What follows belongs to an exercise in optimizing a design on an open flow for small area, a short achievable clock period and few clock cycles; a production flow would make more cautious choices.
No activity file was given, so power comes from the tool's default toggle rates.

==> flow/design.v <==
module frame_loader #(
    parameter int H_RES   = 640,
    parameter int V_RES   = 480,
    parameter int BPP     = 1,
    parameter int RAM_LAT = 1,
    parameter int ADDR_W  = 9,
    parameter int COORD_W = 11
) (
    input  logic           CLOCK_50,
    input  logic           reset_n,
    input  logic           start,
    input  logic           abort,
    input  logic           mirror,
    output logic           busy,
    output logic           done,
    output logic [ADDR_W-1:0]    read_addr,
    input  logic [H_RES*BPP-1:0] q,
    output logic [COORD_W-1:0]   pix_x,
    output logic [COORD_W-1:0]   pix_y,
    output logic [BPP-1:0]       pix_color,
    output logic                 pix_valid,
    input  logic                 pix_ready
);
    localparam int CW = 10;
    localparam int NC = 32;           
    localparam int NG = H_RES / NC;   
    localparam logic [CW-1:0]     X_LAST = H_RES - 1;
    localparam logic [ADDR_W-1:0] Y_LAST = V_RES - 1;
    localparam logic [CW-1:0]     PRE_FWD = '1;
    localparam logic [CW-1:0]     PRE_REV = H_RES;
    logic              busy_q, done_q, valid_q, wait_q, prime_q;
    logic [ADDR_W-1:0] y_q;
    logic              mirror_q, last_q, color_q;
    logic [CW-1:0]     x_q;
    logic [NG-1:0]     grp_q;     
    logic [3:0]        lo_q;      
    logic [7:0]        hi_q;      
    logic [4:0]        g_q;       
    logic hs, row_start, step, fill, mir;
    logic pix_d;
    assign hs        = valid_q && pix_ready;
    assign row_start = !busy_q || hs && last_q;    
    assign step      = prime_q || hs && !last_q;   
    assign fill      = step;                       
    assign mir       = busy_q ? mirror_q : mirror;
    logic [CW-1:0] x_next, x_next2, x_step;
    logic [CW-1:0] x_t, x_c1, x_c2;
    assign x_t = x_q ^ {CW{mirror_q}};
    always_comb begin
        x_c1[0] = 1'b1;
        x_c2[0] = 1'b0;
        x_c2[1] = 1'b1;
        for (int i = 1; i < CW; i++) x_c1[i] = x_c1[i-1] && x_t[i-1];
        for (int i = 2; i < CW; i++) x_c2[i] = x_c2[i-1] && x_t[i-1];
    end
    assign x_next  = x_q ^ x_c1;
    assign x_next2 = x_q ^ x_c2;
    logic [CW-1:0] x_d;
    logic          color_d;
    logic [CW-1:0] x_pre;
    assign x_pre = mir ? PRE_REV : PRE_FWD;
    for (genvar i = 0; i < CW; i++) begin : g_xmux
        fl_mux u_step (.s(step), .a(x_next[i]), .b(x_q[i]), .y(x_step[i]));
        fl_mux u_row (.s(row_start), .a(x_pre[i]), .b(x_step[i]), .y(x_d[i]));
    end
    logic color_n;
    assign color_n = prime_q ? (mirror_q ? q[H_RES-1] : q[0]) : pix_d;
    fl_mux u_cmux (.s(step), .a(color_n), .b(color_q), .y(color_d));
    logic [3:0] lo_d, lo_n;
    logic [7:0] hi_d, hi_n;
    logic       hi_en;
    always_comb begin
        if (row_start) begin
            lo_n = mir ? 4'b0100 : 4'b0010;
            hi_n = mir ? 8'h80 : 8'h01;
        end else begin
            lo_n = mirror_q ? {lo_q[0], lo_q[3:1]} : {lo_q[2:0], lo_q[3]};
            hi_n = mirror_q ? {hi_q[0], hi_q[7:1]} : {hi_q[6:0], hi_q[7]};
        end
    end
    assign hi_en = row_start || fill && (mirror_q ? lo_q[0] : lo_q[3]);
    for (genvar i = 0; i < 4; i++) begin : g_lomux
        fl_mux u (.s(row_start || fill), .a(lo_n[i]), .b(lo_q[i]), .y(lo_d[i]));
    end
    for (genvar i = 0; i < 8; i++) begin : g_himux
        fl_mux u (.s(hi_en), .a(hi_n[i]), .b(hi_q[i]), .y(hi_d[i]));
    end
    logic [NG-1:0] grp_d;
    for (genvar s = 0; s < 4; s++) begin : g_side
        logic [NC-1:0] csel;
        fl_cdec u_dec (.lo(lo_q), .hi(hi_q), .sel(csel));
        for (genvar j = s * NG / 4; j < (s + 1) * NG / 4; j++) begin : g_grp
            logic [3:0] oct;
            for (genvar i = 0; i < 4; i++) begin : g_oct
                fl_oct u (.d(q[NC*j + 8*i +: 8]), .sel(csel[8*i +: 8]), .y(oct[i]));
            end
            assign grp_d[j] = |oct;
        end
    end
    logic [NG-1:0] gsel;
    always_comb
        for (int j = 0; j < NG; j++) gsel[j] = g_q == 5'(j);
    assign pix_d = |(grp_q & gsel);
    always_ff @(posedge CLOCK_50 or negedge reset_n) begin
        if (!reset_n) begin
            busy_q  <= 1'b0;
            done_q  <= 1'b0;
            valid_q <= 1'b0;
            wait_q  <= 1'b0;
            prime_q <= 1'b0;
            y_q     <= '0;
        end else begin
            done_q <= 1'b0;
            if (!busy_q) begin
                if (start && !abort && !done_q) busy_q <= 1'b1;
                prime_q <= 1'b1;
            end else if (abort) begin
                busy_q  <= 1'b0;
                valid_q <= 1'b0;
                wait_q  <= 1'b0;
                prime_q <= 1'b0;
                y_q     <= '0;
            end else if (valid_q) begin
                if (pix_ready && last_q) begin
                    valid_q <= 1'b0;
                    if (y_q == Y_LAST) begin
                        busy_q <= 1'b0;
                        done_q <= 1'b1;
                        y_q    <= '0;
                    end else begin
                        wait_q <= 1'b1;
                        y_q    <= y_q + 1'b1;
                    end
                end
            end else if (wait_q) begin
                wait_q  <= 1'b0;
                prime_q <= 1'b1;
            end else if (prime_q) begin
                prime_q <= 1'b0;
                valid_q <= 1'b1;
            end
        end
    end
    always_ff @(posedge CLOCK_50) begin
        if (!busy_q) mirror_q <= mirror;
        if (row_start) begin
            last_q <= 1'b0;
            g_q    <= mir ? 5'(NG - 1) : 5'd0;
        end else if (step) begin
            last_q  <= x_q == (mirror_q ? 10'd1 : X_LAST - 1'b1);
            g_q     <= x_next2[9:5];
        end
        x_q     <= x_d;
        color_q <= color_d;
        lo_q <= lo_d;
        hi_q <= hi_d;
        if (fill) grp_q <= grp_d;
    end
    assign busy      = busy_q;
    assign done      = done_q;
    assign read_addr = y_q;
    assign pix_x     = {{(COORD_W-CW){1'b0}}, x_q};
    assign pix_y     = {{(COORD_W-ADDR_W){1'b0}}, y_q};
    assign pix_color = color_q;
    assign pix_valid = valid_q;
endmodule
module fl_cdec (
    input  logic [3:0]  lo,
    input  logic [7:0]  hi,
    output logic [31:0] sel
);
    always_comb
        for (int k = 0; k < 32; k++) sel[k] = lo[k % 4] && hi[k / 4];
endmodule
module fl_oct (
    input  logic [7:0] d,
    input  logic [7:0] sel,
    output logic       y
);
    assign y = |(d & sel);
endmodule
module fl_mux (
    input  logic s,
    input  logic a,
    input  logic b,
    output logic y
);
    assign y = s ? a : b;
endmodule
Settings: LEC_CHECK=0, CAP_MARGIN=20, CORE_AREA=5 5 235 235, DIE_AREA=0 0 240 240, SETUP_SLACK_MARGIN=2.9, SLEW_MARGIN=20, SYNTH_HIERARCHICAL=1, SYNTH_MINIMUM_KEEP_SIZE=0, TNS_END_PERCENT=5, BUFFER_PORTS_ARGS=-buffer_cell sky130_fd_sc_hd__buf_1, IO_CONSTRAINTS=/design/flow/flow/io.tcl; clock period 5.0 ns.
standard.sh (not shown) runs the stock make flow with config.mk's settings and CLKGATE_MAP_FILE= SYNTH_SCRIPT=/design/flow/synth_recipe.tcl, a recipe that flattens the netlist after the stock synthesis.
==> flow/flow/run.sh <==
#!/bin/bash
# The standard layout (standard.sh) with two changes to how it is made:
# every port is buffered by the smallest buffer, sky130_fd_sc_hd__buf_1,
# instead of the one buffer_ports picks; and the q pins are placed in bit
# order (flow/io.tcl) so that each 32-bit group of the colour select sits
# together on one edge.
set -euo pipefail
echo 'export BUFFER_PORTS_ARGS = -buffer_cell sky130_fd_sc_hd__buf_1' >> config.mk
echo "export IO_CONSTRAINTS = $PWD/flow/io.tcl" >> config.mk
if [[ -f flow/extra.mk ]]; then cat flow/extra.mk >> config.mk; fi
bash standard.sh > standard.log 2>&1
==> flow/flow/io.tcl <==
# q pins in bit order, 160 to a side, so each 32-bit group of the colour
# select sits together on one edge
set sides {bottom right top left}
for {set s 0} {$s < 4} {incr s} {
  set names {}
  for {set i [expr {$s * 160}]} {$i < [expr {($s + 1) * 160}]} {incr i} {
    lappend names "q\[$i\]"
  }
  set_io_pin_constraint -region [lindex $sides $s]:* -pin_names $names -group -order
}
The baseline ran to the end with no violations.
Then changed:
--- a/flow/design.v
+++ b/flow/design.v
@@ -64,40 +64,20 @@
         fl_mux u_row (.s(row_start), .a(x_pre[i]), .b(x_step[i]), .y(x_d[i]));
     end
     logic color_n;
     assign color_n = prime_q ? (mirror_q ? q[H_RES-1] : q[0]) : pix_d;
     fl_mux u_cmux (.s(step), .a(color_n), .b(color_q), .y(color_d));
-    logic [3:0] lo_d, lo_n;
-    logic [7:0] hi_d, hi_n;
-    logic       hi_en;
-    always_comb begin
-        if (row_start) begin
-            lo_n = mir ? 4'b0100 : 4'b0010;
-            hi_n = mir ? 8'h80 : 8'h01;
-        end else begin
-            lo_n = mirror_q ? {lo_q[0], lo_q[3:1]} : {lo_q[2:0], lo_q[3]};
-            hi_n = mirror_q ? {hi_q[0], hi_q[7:1]} : {hi_q[6:0], hi_q[7]};
+    logic [NC-1:0] csel;
+    logic [NG-1:0] grp_d;
+    always_comb
+        for (int k = 0; k < NC; k++) csel[k] = lo_q[k % 4] && hi_q[k / 4];
+    for (genvar j = 0; j < NG; j++) begin : g_grp
+        logic [3:0] oct;
+        for (genvar i = 0; i < 4; i++) begin : g_oct
+            fl_oct u (.d(q[NC*j + 8*i +: 8]), .sel(csel[8*i +: 8]), .y(oct[i]));
         end
-    end
-    assign hi_en = row_start || fill && (mirror_q ? lo_q[0] : lo_q[3]);
-    for (genvar i = 0; i < 4; i++) begin : g_lomux
-        fl_mux u (.s(row_start || fill), .a(lo_n[i]), .b(lo_q[i]), .y(lo_d[i]));
-    end
-    for (genvar i = 0; i < 8; i++) begin : g_himux
-        fl_mux u (.s(hi_en), .a(hi_n[i]), .b(hi_q[i]), .y(hi_d[i]));
-    end
-    logic [NG-1:0] grp_d;
-    for (genvar s = 0; s < 4; s++) begin : g_side
-        logic [NC-1:0] csel;
-        fl_cdec u_dec (.lo(lo_q), .hi(hi_q), .sel(csel));
-        for (genvar j = s * NG / 4; j < (s + 1) * NG / 4; j++) begin : g_grp
-            logic [3:0] oct;
-            for (genvar i = 0; i < 4; i++) begin : g_oct
-                fl_oct u (.d(q[NC*j + 8*i +: 8]), .sel(csel[8*i +: 8]), .y(oct[i]));
-            end
-            assign grp_d[j] = |oct;
-        end
+        assign grp_d[j] = |oct;
     end
     logic [NG-1:0] gsel;
     always_comb
         for (int j = 0; j < NG; j++) gsel[j] = g_q == 5'(j);
     assign pix_d = |(grp_q & gsel);
@@ -150,29 +130,27 @@
             last_q  <= x_q == (mirror_q ? 10'd1 : X_LAST - 1'b1);
             g_q     <= x_next2[9:5];
         end
         x_q     <= x_d;
         color_q <= color_d;
-        lo_q <= lo_d;
-        hi_q <= hi_d;
+        if (row_start) begin
+            lo_q <= mir ? 4'b0100 : 4'b0010;
+            hi_q <= mir ? 8'h80 : 8'h01;
+        end else if (fill) begin
+            lo_q <= mirror_q ? {lo_q[0], lo_q[3:1]} : {lo_q[2:0], lo_q[3]};
+            if (mirror_q ? lo_q[0] : lo_q[3])
+                hi_q <= mirror_q ? {hi_q[0], hi_q[7:1]} : {hi_q[6:0], hi_q[7]};
+        end
         if (fill) grp_q <= grp_d;
     end
     assign busy      = busy_q;
     assign done      = done_q;
     assign read_addr = y_q;
     assign pix_x     = {{(COORD_W-CW){1'b0}}, x_q};
     assign pix_y     = {{(COORD_W-ADDR_W){1'b0}}, y_q};
     assign pix_color = color_q;
     assign pix_valid = valid_q;
-endmodule
-module fl_cdec (
-    input  logic [3:0]  lo,
-    input  logic [7:0]  hi,
-    output logic [31:0] sel
-);
-    always_comb
-        for (int k = 0; k < 32; k++) sel[k] = lo[k % 4] && hi[k / 4];
 endmodule
 module fl_oct (
     input  logic [7:0] d,
     input  logic [7:0] sel,
     output logic       y
Die area stays the same.
Clock power is higher by 3.9%.
Design area hardly moves.
Fmax is lower by 0.45%.
Critical path depth is unchanged.
Non-clock buffer count is higher by 30.
Total power is higher by 24%.
Via count is higher by 2.8%.
Count of clock-buffer cells in the layout is higher by 2.
Routed wire length is higher by 29%.
Area after synthesis is lower by 8.7%.
Combinational power is higher by 53%.
No run of this note included a check of the RTL's function; only the layout flow was run.

========
== sierra ==
frame_loader, a different RTL version from the one above (not shown whole).
Size: ~750 cells after synthesis, roughly 65 flip-flops, about 680 I/O pins, about 6800 um^2 of cells after synthesis.
==> module frame_loader, before the edit <==
module frame_loader #(
    parameter int H_RES   = 640,
    parameter int V_RES   = 480,
    parameter int BPP     = 1,
    parameter int RAM_LAT = 1,
    parameter int ADDR_W  = 9,
    parameter int COORD_W = 11
) (
    input  logic           CLOCK_50,
    input  logic           reset_n,
    input  logic           start,
    input  logic           abort,
    input  logic           mirror,
    output logic           busy,
    output logic           done,
    output logic [ADDR_W-1:0]    read_addr,
    input  logic [H_RES*BPP-1:0] q,
    output logic [COORD_W-1:0]   pix_x,
    output logic [COORD_W-1:0]   pix_y,
    output logic [BPP-1:0]       pix_color,
    output logic                 pix_valid,
    input  logic                 pix_ready
);
    localparam int CW = 10;
    localparam int NC = 32;           
    localparam int NG = H_RES / NC;   
    localparam logic [CW-1:0]     X_LAST = H_RES - 1;
    localparam logic [ADDR_W-1:0] Y_LAST = V_RES - 1;
    localparam logic [CW-1:0]     PRE_FWD = '1;
    localparam logic [CW-1:0]     PRE_REV = H_RES;
    logic              busy_q, done_q, valid_q, wait_q, prime_q, first_q;
    logic [ADDR_W-1:0] y_q;
    logic              mirror_q, last_q, color_q;
    logic [CW-1:0]     x_q;
    logic [NG-1:0]     grp_q;     
    logic [3:0]        lo_q;      
    logic [7:0]        hi_q;      
    logic [4:0]        g_q;       
    logic hs, row_start, step, fill, mir;
    logic pix_d;
    assign hs        = valid_q && pix_ready;
    assign row_start = !busy_q || hs && last_q;    
    assign step      = first_q || hs && !last_q;   
    assign fill      = prime_q || step;            
    assign mir       = busy_q ? mirror_q : mirror;
    logic [CW-1:0] x_next, x_next2, x_step;
    logic [CW-1:0] x_t, x_c1, x_c2;
    assign x_t = x_q ^ {CW{mirror_q}};
    always_comb begin
        x_c1[0] = 1'b1;
        x_c2[0] = 1'b0;
        x_c2[1] = 1'b1;
        for (int i = 1; i < CW; i++) x_c1[i] = x_c1[i-1] && x_t[i-1];
        for (int i = 2; i < CW; i++) x_c2[i] = x_c2[i-1] && x_t[i-1];
    end
    assign x_next  = x_q ^ x_c1;
    assign x_next2 = x_q ^ x_c2;
    logic [CW-1:0] x_d;
    logic          color_d;
    logic [CW-1:0] x_pre;
    assign x_pre = mir ? PRE_REV : PRE_FWD;
    for (genvar i = 0; i < CW; i++) begin : g_xmux
        fl_mux u_step (.s(step), .a(x_next[i]), .b(x_q[i]), .y(x_step[i]));
        fl_mux u_row (.s(row_start), .a(x_pre[i]), .b(x_step[i]), .y(x_d[i]));
    end
    fl_mux u_cmux (.s(step), .a(pix_d), .b(color_q), .y(color_d));
    logic [NC-1:0] csel;
    logic [NG-1:0] grp_d;
    always_comb
        for (int k = 0; k < NC; k++) csel[k] = lo_q[k % 4] && hi_q[k / 4];
    for (genvar j = 0; j < NG; j++) begin : g_grp
        logic [3:0] oct;
        for (genvar i = 0; i < 4; i++) begin : g_oct
            fl_oct u (.d(q[NC*j + 8*i +: 8]), .sel(csel[8*i +: 8]), .y(oct[i]));
        end
        assign grp_d[j] = |oct;
    end
    logic [NG-1:0] gsel;
    always_comb
        for (int j = 0; j < NG; j++) gsel[j] = g_q == 5'(j);
    assign pix_d = |(grp_q & gsel);
    always_ff @(posedge CLOCK_50 or negedge reset_n) begin
        if (!reset_n) begin
            busy_q  <= 1'b0;
            done_q  <= 1'b0;
            valid_q <= 1'b0;
            wait_q  <= 1'b0;
            prime_q <= 1'b0;
            first_q <= 1'b0;
            y_q     <= '0;
        end else begin
            done_q <= 1'b0;
            if (!busy_q) begin
                if (start && !abort && !done_q) busy_q <= 1'b1;
                prime_q <= 1'b1;
            end else if (abort) begin
                busy_q  <= 1'b0;
                valid_q <= 1'b0;
                wait_q  <= 1'b0;
                prime_q <= 1'b0;
                first_q <= 1'b0;
                y_q     <= '0;
            end else if (valid_q) begin
                if (pix_ready && last_q) begin
                    valid_q <= 1'b0;
                    if (y_q == Y_LAST) begin
                        busy_q <= 1'b0;
                        done_q <= 1'b1;
                        y_q    <= '0;
                    end else begin
                        wait_q <= 1'b1;
                        y_q    <= y_q + 1'b1;
                    end
                end
            end else if (wait_q) begin
                wait_q  <= 1'b0;
                prime_q <= 1'b1;
            end else if (prime_q) begin
                prime_q <= 1'b0;
                first_q <= 1'b1;
            end else if (first_q) begin
                first_q <= 1'b0;
                valid_q <= 1'b1;
            end
        end
    end
    always_ff @(posedge CLOCK_50) begin
        if (!busy_q) mirror_q <= mirror;
        if (row_start) begin
            last_q <= 1'b0;
            g_q    <= mir ? 5'(NG - 1) : 5'd0;
        end else if (step) begin
            last_q  <= x_q == (mirror_q ? 10'd1 : X_LAST - 1'b1);
            g_q     <= x_next2[9:5];
        end
        x_q     <= x_d;
        color_q <= color_d;
        if (row_start) begin
            lo_q <= mir ? 4'b1000 : 4'b0001;
            hi_q <= mir ? 8'h80 : 8'h01;
        end else if (fill) begin
            lo_q <= mirror_q ? {lo_q[0], lo_q[3:1]} : {lo_q[2:0], lo_q[3]};
            if (mirror_q ? lo_q[0] : lo_q[3])
                hi_q <= mirror_q ? {hi_q[0], hi_q[7:1]} : {hi_q[6:0], hi_q[7]};
        end
        if (fill) grp_q <= grp_d;
    end
    assign busy      = busy_q;
    assign done      = done_q;
    assign read_addr = y_q;
    assign pix_x     = {{(COORD_W-CW){1'b0}}, x_q};
    assign pix_y     = {{(COORD_W-ADDR_W){1'b0}}, y_q};
    assign pix_color = color_q;
    assign pix_valid = valid_q;
endmodule
==> module fl_oct, before the edit <==
module fl_oct (
    input  logic [7:0] d,
    input  logic [7:0] sel,
    output logic       y
);
    assign y = |(d & sel);
endmodule
==> flow/config.mk <==
export PLATFORM = sky130hd
export DESIGN_NAME = frame_loader
export DESIGN_NICKNAME = frame_loader
export VERILOG_FILES = /design/flow/design.v
export SDC_FILE = /design/flow/constraint.sdc
export NUM_CORES = 4
export LEC_CHECK = 0
export CAP_MARGIN = 20
export CORE_AREA = 5 5 235 235
export DIE_AREA = 0 0 240 240
export SETUP_SLACK_MARGIN = 3.0
export SLEW_MARGIN = 20
export SYNTH_HIERARCHICAL = 1
export SYNTH_MINIMUM_KEEP_SIZE = 0
export BUFFER_PORTS_ARGS = -buffer_cell sky130_fd_sc_hd__buf_1
export IO_CONSTRAINTS = /design/flow/flow/io.tcl
==> flow/constraint.sdc <==
create_clock -name core_clock -period 5.0 [get_ports {CLOCK_50}]
set_input_delay 1.0000 -clock core_clock [delete_from_list [all_inputs] [get_ports {CLOCK_50}]]
set_output_delay 1.0000 -clock core_clock [all_outputs]
set_load 0.01 [all_outputs]
Scripts as last shown in full above: flow/flow/run.sh, flow/flow/io.tcl
[inputs] amber vs sierra
-- flow/design.v --
<<< sierra, line 33
    logic              mirror_q, last_q, color_q;
    logic [CW-1:0]     x_q;
    logic [NG-1:0]     grp_q;     
    logic [3:0]        lo_q;      
    logic [7:0]        hi_q;      
>>> amber, line 33
    logic              mirror_q, last_q, color_q;
    logic [CW-1:0]     x_q;
    logic [NG-1:0]     grp_n;
    logic [3:0]        lo_q;      
    logic [7:0]        hi_q;      
<<< sierra, line 70
        for (int k = 0; k < NC; k++) csel[k] = lo_q[k % 4] && hi_q[k / 4];
    for (genvar j = 0; j < NG; j++) begin : g_grp
        logic [3:0] oct;
        for (genvar i = 0; i < 4; i++) begin : g_oct
            fl_oct u (.d(q[NC*j + 8*i +: 8]), .sel(csel[8*i +: 8]), .y(oct[i]));
        end
        assign grp_d[j] = |oct;
    end
    logic [NG-1:0] gsel;
    always_comb
        for (int j = 0; j < NG; j++) gsel[j] = g_q == 5'(j);
    assign pix_d = |(grp_q & gsel);
    always_ff @(posedge CLOCK_50 or negedge reset_n) begin
        if (!reset_n) begin
>>> amber, line 70
        for (int k = 0; k < NC; k++) csel[k] = lo_q[k % 4] && hi_q[k / 4];
    for (genvar j = 0; j < NG; j++) begin : g_grp
        fl_grp u (.d(q[NC*j +: NC]), .sel(csel), .y_n(grp_d[j]));
    end
    logic [NG-1:0] gsel;
    always_comb
        for (int j = 0; j < NG; j++) gsel[j] = g_q == 5'(j);
    assign pix_d = |(~grp_n & gsel);
    always_ff @(posedge CLOCK_50 or negedge reset_n) begin
        if (!reset_n) begin
<<< sierra, line 144
                hi_q <= mirror_q ? {hi_q[0], hi_q[7:1]} : {hi_q[6:0], hi_q[7]};
        end
        if (fill) grp_q <= grp_d;
    end
    assign busy      = busy_q;
>>> amber, line 140
                hi_q <= mirror_q ? {hi_q[0], hi_q[7:1]} : {hi_q[6:0], hi_q[7]};
        end
        if (fill) grp_n <= grp_d;
    end
    assign busy      = busy_q;
<<< sierra, line 154
    assign pix_valid = valid_q;
endmodule
module fl_oct (
    input  logic [7:0] d,
    input  logic [7:0] sel,
    output logic       y
);
    assign y = |(d & sel);
endmodule
module fl_mux (
>>> amber, line 150
    assign pix_valid = valid_q;
endmodule
module fl_grp (
    input  logic [31:0] d,
    input  logic [31:0] sel,
    output logic        y_n
);
    assign y_n = !(|(d & sel));
endmodule
module fl_mux (
Results
- Compared with sierra, amber shows a higher mean number of vias per cell.
- Synthesized netlist cell count was higher in amber than in sierra.
- In the tables for sierra and amber, power in combinational cells reads lower with sierra.
- Diff sierra -> amber: least setup slack across all paths after layout up 0.070 ns, final core utilization up 0.93 points, count of clock tree sinks flat, filler cell count down 99.
- Startpoint of the worst setup timing path: lo_q[3] -> sierra, lo_q[0] -> amber
- Delta (amber minus sierra): via count increased by 384 relative to the old numbers, sequential-to-total area share from yosys stat dropped 0.73 points.
- Power of the clock network down about 0.9% in amber wrt sierra
Function was not checked in any run of this note: the RTL went through the layout flow alone.

-- afterwards: timing with drivers on the ports --
How much do the figures lean on ideal ports? The routed layouts below were timed once more, with nothing changed but the port constraints.
Step 1 (the two cells are an assumption about what drives the block):
set clk [get_ports {CLOCK_50}]
set_driving_cell -lib_cell sky130_fd_sc_hd__clkbuf_16 $clk
set_driving_cell -lib_cell sky130_fd_sc_hd__buf_2 [delete_from_list [all_inputs] $clk]
Step 2 also shifts input and output timing later by t, the mid clock arrival at the registers, as if the neighbouring blocks saw the same clock.
a / b / c = ideal / step 1 / step 2; a / b = the first two.
run	t, ns	setup slack, ns	clock arrival spread, ns
the first run of note 1	0.380	2.736 / 2.736 / 2.467	0.011 / 0.012
the second run of note 1	0.386	2.725 / 2.725 / 2.430	0.007 / 0.006
sierra	0.399	2.868 / 2.868 / 2.552	0.009 / 0.009
amber	0.370	2.938 / 2.938 / 2.689	0.009 / 0.009
After both steps every run listed still meets setup and hold. For sierra, which loses most, drivers alone change the setup slack by 0.000 ns; drivers and shift together by -0.316 ns.
